Context: an optimization exercise on an open-source flow, tuned for small area and a short achievable clock period. The choices shown serve that exercise and are no tape-out recipe. Only simulation tests tie the RTL to the original design; equivalence was not proved. No driver is modelled on the clock port, so clocking that relies on it looks cheaper here than on a real chip.

==> wip/indigo: inputs <==
## branch_cluster_top
module branch_cluster_top (
    input   wire logic                      cpu_clock_i,
    input   wire logic                      reset_i,
    input   wire logic                      flush_i,
    input   wire logic [144:0]              op_i,
    input   wire logic                      op_valid_i,
    output  logic                           op_ready_o,
    output  logic [45:0]                    res_o,
    output  logic                           res_valid_o
);
Settings: LEC_CHECK=0, CAP_MARGIN=20, CORE_MARGIN=2, CORE_UTILIZATION=55, SETUP_SLACK_MARGIN=4.0, SLEW_MARGIN=20; clock period 6.5 ns.
standard.sh (not shown) runs the stock make flow with config.mk's settings and CLKGATE_MAP_FILE= SYNTH_SCRIPT=/design/flow/synth_recipe.tcl, a recipe that flattens the netlist after the stock synthesis.
==> flow/flow/run.sh <==
#!/bin/bash
# The standard layout, with a hand-built three-level clock tree in place of
# TritonCTS's (see mycts.tcl): ORFS's CTS step sources mycts.tcl first, and
# TritonCTS then finds no clock net left to buffer.
set -euo pipefail
here=$(pwd)
export PRE_CTS_TCL=$here/flow/mycts.tcl
export CTS_ARGS="-clk_nets cpu_clock_i -repair_clock_nets -dont_use_dummy_load"
bash standard.sh > $here/standard.log 2>&1
==> flow/flow/mycts.tcl <==
# Builds a three-level clock tree by hand (root, mid, leaf buffers of
# sky130_fd_sc_hd__clkbuf_16), from recursive bisection of the flip-flops by
# position, before ORFS's CTS step runs.
set mycts_leaf_max [expr {[info exists ::env(MYCTS_LEAF)] ? $::env(MYCTS_LEAF) : 24}]
set mycts_mid_max  [expr {[info exists ::env(MYCTS_MID)] ? $::env(MYCTS_MID) : 14}]
set mycts_buf sky130_fd_sc_hd__clkbuf_16

set ::mycts_block [ord::get_db_block]
set db [ord::get_db]
set ::mycts_bufm [$db findMaster $mycts_buf]
set clknet [$::mycts_block findNet cpu_clock_i]

# Sinks: {x y iterm}
set sinks {}
foreach it [$clknet getITerms] {
  set inst [$it getInst]
  set bb [$inst getBBox]
  set x [expr {([$bb xMin] + [$bb xMax]) / 2}]
  set y [expr {([$bb yMin] + [$bb yMax]) / 2}]
  lappend sinks [list $x $y $it]
}
puts "mycts: [llength $sinks] sinks"

proc mycts_split {items maxn} {
  if {[llength $items] <= $maxn} { return [list $items] }
  set xs [lmap i $items {lindex $i 0}]
  set ys [lmap i $items {lindex $i 1}]
  set dx [expr {[tcl::mathfunc::max {*}$xs] - [tcl::mathfunc::min {*}$xs]}]
  set dy [expr {[tcl::mathfunc::max {*}$ys] - [tcl::mathfunc::min {*}$ys]}]
  set k [expr {$dx >= $dy ? 0 : 1}]
  set s [lsort -integer -index $k $items]
  # Split so both halves hold whole groups of maxn where possible
  set n [llength $s]
  set groups [expr {($n + $maxn - 1) / $maxn}]
  set left [expr {($groups / 2) * $n / $groups}]
  if {$left < 1} { set left [expr {$n / 2}] }
  return [concat [mycts_split [lrange $s 0 [expr {$left - 1}]] $maxn] [mycts_split [lrange $s $left end] $maxn]]
}

proc mycts_center {items} {
  set sx 0; set sy 0
  foreach i $items { set sx [expr {$sx + [lindex $i 0]}]; set sy [expr {$sy + [lindex $i 1]}] }
  set n [llength $items]
  return [list [expr {$sx / $n}] [expr {$sy / $n}]]
}

set mycts_n 0
proc mycts_buffer {name x y items} {
  set block $::mycts_block; set bufm $::mycts_bufm
  set inst [odb::dbInst_create $block $bufm $name]
  set w [[$inst getMaster] getWidth]
  set h [[$inst getMaster] getHeight]
  $inst setOrigin [expr {$x - $w / 2}] [expr {$y - $h / 2}]
  $inst setPlacementStatus PLACED
  set net [odb::dbNet_create $block "${name}_net"]
  $net setSigType CLOCK
  [$inst findITerm X] connect $net
  foreach i $items {
    set it [lindex $i 2]
    $it disconnect
    $it connect $net
  }
  return [$inst findITerm A]
}

set leaves {}
set li 0
foreach g [mycts_split $sinks $mycts_leaf_max] {
  lassign [mycts_center $g] x y
  set a [mycts_buffer "mycts_leaf_$li" $x $y $g]
  lappend leaves [list $x $y $a]
  incr li
}
set mids {}
set mi 0
foreach g [mycts_split $leaves $mycts_mid_max] {
  lassign [mycts_center $g] x y
  set a [mycts_buffer "mycts_mid_$mi" $x $y $g]
  lappend mids [list $x $y $a]
  incr mi
}
lassign [mycts_center $mids] x y
set a [mycts_buffer "mycts_root" $x $y $mids]
$a connect $clknet
puts "mycts: $li leaf buffers, $mi mid buffers, 1 root"
set_propagated_clock [all_clocks]
==> wip/willow (differences from wip/indigo) <==
--- a/flow/design.v
+++ b/flow/design.v
@@ -27,14 +27,12 @@
     } resolve_t;
     typedef struct packed {
         pc_word_t pc;
         word_t    tp;                   
         word_t    tg;                   
-        logic     eq_hi;                
-        logic     gt_hi;                
-        logic     eq_lo;                
-        logic     gt_lo;                
+        logic [3:0] eq_q;               
+        logic [3:0] gt_q;               
         logic     sign_1;
         logic     sign_2;
         logic [2:0] bnch_cond;
         logic     jump;
         logic     upper;                
@@ -68,10 +66,11 @@
 `default_nettype none
 module btb_table (
     input   wire logic                      cpu_clock_i,
     input   wire logic                      reset_i,
     input   wire logic [31:0]               lookup_set_i,    
+    input   wire logic [31:0]               lookup_set_1_i,  
     input   wire branch_pkg::pc_word_t      lookup_vpc_i,
     input   wire branch_pkg::word_t         lookup_tp_i,     
     input   wire branch_pkg::word_t         lookup_tg_i,     
     output  logic [1:0]                     rd_valid_o,
     output  logic [1:0]                     rd_jump_o,
@@ -97,20 +96,22 @@
     for (genvar w = 0; w < 2; w++) begin : g_rd
         logic [TAG_W-1:0]     r_tag;
         branch_pkg::pc_word_t r_target;
         logic                 r_t;
         logic [1:0]           r_c;
+        logic [SETS-1:0]      sel;
+        assign sel = (w == 0) ? lookup_set_i : lookup_set_1_i;
         always_comb begin
             r_tag    = '0;
             r_target = '0;
             r_t      = 1'b0;
             r_c      = '0;
             for (int s = 0; s < SETS; s++) begin
-                r_tag    = r_tag    | ({TAG_W{lookup_set_i[s]}} & tag_q[s][w]);
-                r_target = r_target | ({30{lookup_set_i[s]}} & target_q[s][w]);
-                r_t      = r_t      | (lookup_set_i[s] & t_q[s][w]);
-                r_c      = r_c      | ({2{lookup_set_i[s]}} & c_q[s][w]);
+                r_tag    = r_tag    | ({TAG_W{sel[s]}} & tag_q[s][w]);
+                r_target = r_target | ({30{sel[s]}} & target_q[s][w]);
+                r_t      = r_t      | (sel[s] & t_q[s][w]);
+                r_c      = r_c      | ({2{sel[s]}} & c_q[s][w]);
             end
         end
         assign rd_valid_o[w]       = !r_t || r_c[0];
         assign rd_jump_o[w]        = r_t;
         assign rd_cntr_o[2*w +: 2] = r_c;
@@ -118,11 +119,14 @@
         assign rd_tag_eq_o[2*w+1]  = (r_tag[24:13] == lookup_vpc_i[29:18]);
         logic [31:0] r_c32;
         logic [31:0] need_c;
         logic [31:0] miss;
         assign r_c32  = {r_target, 2'b00};
-        assign need_c = {lookup_tg_i[30:0] | (lookup_tp_i[30:0] & ~r_c32[30:0]), 1'b0};
+        for (genvar i = 1; i < 32; i++) begin : g_nc
+            assign need_c[i] = r_c32[i-1] ? lookup_tg_i[i-1] : (lookup_tg_i[i-1] | lookup_tp_i[i-1]);
+        end
+        assign need_c[0] = 1'b0;
         assign miss   = lookup_tp_i ^ r_c32 ^ need_c;
         for (genvar q = 0; q < 4; q++) begin : g_q
             assign rd_tgt_eq_o[4*w+q] = ~|miss[8*q +: 8];
         end
     end
@@ -172,31 +176,35 @@
     input   wire branch_pkg::branch_op_t    op_i,
     input   wire logic                      op_valid_i,
     input   wire logic                      btb_busy_i,
     output  branch_pkg::lkp_op_t            lkp_op_o,
     output  logic [31:0]                    lkp_set_o,      
+    output  logic [31:0]                    lkp_set_1_o,    
     output  logic                           issue_valid_o
 );
     branch_pkg::lkp_op_t ex;
     branch_pkg::word_t   base;
     logic                lkp_valid_q;
     logic                hold_valid_q;
     logic                accept;
+    logic [4:0]          set_idx;
     logic                read_fire;
-    function automatic logic gt16(input logic [15:0] a, input logic [15:0] b);
-        logic [15:0] g;
-        logic [15:0] e;
+    function automatic logic gt8(input logic [7:0] a, input logic [7:0] b);
+        logic [7:0] g;
+        logic [7:0] e;
         g = a & ~b;
         e = ~(a ^ b);
-        for (int w = 1; w < 16; w = w * 2) begin
-            for (int i = 0; i + w < 16; i = i + 2 * w) begin
+        for (int w = 1; w < 8; w = w * 2) begin
+            for (int i = 0; i + w < 8; i = i + 2 * w) begin
                 g[i] = g[i + w] | (e[i + w] & g[i]);
                 e[i] = e[i + w] & e[i];
             end
         end
-        gt16 = g[0];
+        gt8 = g[0];
     endfunction
+    logic [31:0] op_a;
+    logic [31:0] op_b;
     assign accept    = op_valid_i && !btb_busy_i;
     assign read_fire = lkp_valid_q && !btb_busy_i;
     always_comb begin
         if (op_i.lui) begin
             base = '0;
@@ -207,14 +215,16 @@
         end
     end
     assign ex.pc        = op_i.pc;
     assign ex.tp        = base ^ op_i.offset;
     assign ex.tg        = base & op_i.offset;
-    assign ex.eq_hi     = op_i.operand_1[30:16] == op_i.operand_2[30:16];
-    assign ex.gt_hi     = gt16({1'b0, op_i.operand_1[30:16]}, {1'b0, op_i.operand_2[30:16]});
-    assign ex.eq_lo     = op_i.operand_1[15:0] == op_i.operand_2[15:0];
-    assign ex.gt_lo     = gt16(op_i.operand_1[15:0], op_i.operand_2[15:0]);
+    assign op_a = {1'b0, op_i.operand_1[30:0]};
+    assign op_b = {1'b0, op_i.operand_2[30:0]};
+    for (genvar k = 0; k < 4; k++) begin : g_cmp
+        assign ex.eq_q[k] = op_a[8*k +: 8] == op_b[8*k +: 8];
+        assign ex.gt_q[k] = gt8(op_a[8*k +: 8], op_b[8*k +: 8]);
+    end
     assign ex.sign_1    = op_i.operand_1[31];
     assign ex.sign_2    = op_i.operand_2[31];
     assign ex.bnch_cond = op_i.bnch_cond;
     assign ex.jump      = op_i.jal || op_i.jalr;
     assign ex.upper     = op_i.lui || op_i.auipc;
@@ -234,12 +244,20 @@
             hold_valid_q <= read_fire;
         end
     end
     always_ff @(posedge cpu_clock_i) begin
         if (!btb_busy_i) begin
-            lkp_op_o  <= ex;
-            lkp_set_o <= 32'd1 << op_i.pc[4:0];
+            lkp_op_o <= ex;
+        end
+    end
+    assign set_idx = btb_busy_i ? lkp_op_o.pc[4:0] : op_i.pc[4:0];
+    always_ff @(posedge cpu_clock_i) begin
+        lkp_set_o <= 32'd1 << set_idx;
+    end
+    for (genvar s = 0; s < 32; s++) begin : g_set_1
+        always_ff @(posedge cpu_clock_i) begin
+            lkp_set_1_o[s] <= (set_idx == 5'(s));
         end
     end
     assign issue_valid_o = hold_valid_q;
 endmodule
 `default_nettype wire
@@ -319,12 +337,15 @@
             gg = gn;
         end
         r = {gg[15], p ^ {gg[14:0], 1'b0}};
         ks16 = r;
     endfunction
-    assign eq     = lkp_op_i.eq_hi && lkp_op_i.eq_lo && (lkp_op_i.sign_1 == lkp_op_i.sign_2);
-    assign gt_low = lkp_op_i.gt_hi || (lkp_op_i.eq_hi && lkp_op_i.gt_lo);
+    assign eq     = (&lkp_op_i.eq_q) && (lkp_op_i.sign_1 == lkp_op_i.sign_2);
+    assign gt_low = lkp_op_i.gt_q[3]
+                 || (lkp_op_i.eq_q[3] && lkp_op_i.gt_q[2])
+                 || (lkp_op_i.eq_q[3] && lkp_op_i.eq_q[2] && lkp_op_i.gt_q[1])
+                 || (lkp_op_i.eq_q[3] && lkp_op_i.eq_q[2] && lkp_op_i.eq_q[1] && lkp_op_i.gt_q[0]);
     always_comb begin
         if (lkp_op_i.sign_1 == lkp_op_i.sign_2) begin
             gt = gt_low;
         end else begin
             gt = lkp_op_i.bnch_cond[1] ? lkp_op_i.sign_1 : lkp_op_i.sign_2;
@@ -447,10 +468,11 @@
     output  branch_pkg::resolve_t           res_o,
     output  logic                           res_valid_o
 );
     branch_pkg::lkp_op_t       lkp_op;
     logic [31:0]               lkp_set;
+    logic [31:0]               lkp_set_1;
     logic [1:0]                rd_valid;
     logic [1:0]                rd_jump;
     logic [3:0]                rd_cntr;
     logic [3:0]                rd_tag_eq;
     logic [7:0]                rd_tgt_eq;
@@ -466,16 +488,18 @@
         .op_i          (op_i),
         .op_valid_i    (op_valid_i),
         .btb_busy_i    (btb_busy),
         .lkp_op_o      (lkp_op),
         .lkp_set_o     (lkp_set),
+        .lkp_set_1_o   (lkp_set_1),
         .issue_valid_o (issue_valid)
     );
     btb_table u_btb (
         .cpu_clock_i  (cpu_clock_i),
         .reset_i      (reset_i),
         .lookup_set_i (lkp_set),
+        .lookup_set_1_i (lkp_set_1),
         .lookup_vpc_i (lkp_op.pc),
         .lookup_tp_i  (lkp_op.tp),
         .lookup_tg_i  (lkp_op.tg),
         .rd_valid_o   (rd_valid),
         .rd_jump_o    (rd_jump),
==> flow/flow/run.sh (replaced) <==
#!/bin/bash
# The standard layout, with two changes:
# - a hand-built clock tree in place of TritonCTS's (see mycts.tcl): ORFS's
#   CTS step sources mycts.tcl first. TritonCTS is then pointed at a net with
#   no clock sinks (res_valid_o), so it leaves the tree as built; the rest of
#   the CTS step (placement legalization, timing repair) runs as usual.
# - the port buffers are buf_2 (timing repair resizes them where needed).
set -euo pipefail
here=$(pwd)
export PRE_CTS_TCL=$here/flow/mycts.tcl
export CTS_ARGS="-clk_nets res_valid_o -dont_use_dummy_load"
export BUFFER_PORTS_ARGS="-buffer_cell sky130_fd_sc_hd__buf_2"
bash standard.sh > $here/standard.log 2>&1
--- a/flow/flow/mycts.tcl
+++ b/flow/flow/mycts.tcl
@@ -1,10 +1,9 @@
-# Builds a three-level clock tree by hand (root, mid, leaf buffers of
+# Builds a three-level clock tree by hand (root, mid and leaf buffers of
 # sky130_fd_sc_hd__clkbuf_16), from recursive bisection of the flip-flops by
 # position, before ORFS's CTS step runs.
 set mycts_leaf_max [expr {[info exists ::env(MYCTS_LEAF)] ? $::env(MYCTS_LEAF) : 24}]
-set mycts_mid_max  [expr {[info exists ::env(MYCTS_MID)] ? $::env(MYCTS_MID) : 14}]
 set mycts_buf sky130_fd_sc_hd__clkbuf_16
 
 set ::mycts_block [ord::get_db_block]
 set db [ord::get_db]
 set ::mycts_bufm [$db findMaster $mycts_buf]
@@ -69,18 +68,27 @@
   lassign [mycts_center $g] x y
   set a [mycts_buffer "mycts_leaf_$li" $x $y $g]
   lappend leaves [list $x $y $a]
   incr li
 }
+# MYCTS_NMID (24) mid buffers over the leaf buffers, and four roots over the mids,
+# each root fed by the clock port
 set mids {}
 set mi 0
-foreach g [mycts_split $leaves $mycts_mid_max] {
+set mycts_nmid [expr {[info exists ::env(MYCTS_NMID)] ? $::env(MYCTS_NMID) : 24}]
+set per [expr {([llength $leaves] + $mycts_nmid - 1) / $mycts_nmid}]
+foreach g [mycts_split $leaves $per] {
   lassign [mycts_center $g] x y
   set a [mycts_buffer "mycts_mid_$mi" $x $y $g]
   lappend mids [list $x $y $a]
   incr mi
 }
-lassign [mycts_center $mids] x y
-set a [mycts_buffer "mycts_root" $x $y $mids]
-$a connect $clknet
-puts "mycts: $li leaf buffers, $mi mid buffers, 1 root"
+set roots 0
+set per [expr {([llength $mids] + 3) / 4}]
+foreach g [mycts_split $mids $per] {
+  lassign [mycts_center $g] x y
+  set a [mycts_buffer "mycts_root_$roots" $x $y $g]
+  $a connect $clknet
+  incr roots
+}
+puts "mycts: $li leaf buffers, $mi mid buffers, $roots roots"
 set_propagated_clock [all_clocks]
--- a/flow/config.mk
+++ b/flow/config.mk
@@ -5,8 +5,8 @@
 export SDC_FILE = /design/flow/constraint.sdc
 export NUM_CORES = 4
 export LEC_CHECK = 0
 export CAP_MARGIN = 20
 export CORE_MARGIN = 2
-export CORE_UTILIZATION = 55
-export SETUP_SLACK_MARGIN = 4.0
+export CORE_UTILIZATION = 62
+export SETUP_SLACK_MARGIN = 3.95
 export SLEW_MARGIN = 20
==> impl_metrics.toml <==
[route]
wl_met1_mm = 199

[global_route]
grt_usage_pct = 49.2

[setup_path]
r2r_cells = 10

[finish]
antenna_cells = 56
final_util_pct = 71.5
inv_count = 53

[run_status]
status = "finished clean"
# the run above: wip/willow

==> impl_metrics.toml <==
[global_route]
antenna_found_initial = 60

[finish]
final_util_pct = 64.5
antenna_cells = 52
inv_count = 48

[route]
wl_met1_mm = 215

[run_status]
status = "finished clean"

[setup_path]
r2r_cells = 9
# the run above: wip/indigo

afterwards: timing with drivers on the ports:
How much do the figures lean on ideal ports? The routed layouts below were timed once more, with nothing changed but the port constraints.
Step 1 assumes that a clkbuf_16 drives the clock port and a buf_2 every other input.
Step 2 adds t to the input delays and takes it off the output delays; t is the mean of the earliest and latest rising clock arrival at the registers after step 1. Input paths then give back, and output paths get back, about the clock's delay inside the block.
Slacks: no drivers / after step 1 / after step 2; pairs: no drivers / after step 1.
run	shift t [ns]	slack for setup (ns)	worst hold slack (ns)	worst register clock-pin slew, ns	cell pins on the clock port's net
wip/indigo	1.171	3.453 / 3.431 / 2.847	0.332 / 0.332 / 0.332	0.11 / 0.11	1
wip/willow	0.901	3.685 / 3.683 / 3.325	0.332 / 0.332 / 0.332	0.10 / 0.10	4
After both steps every run listed still meets setup and hold. The setup slack of wip/indigo, which loses most, moves by -0.022 ns with the drivers and by -0.606 ns with both steps.
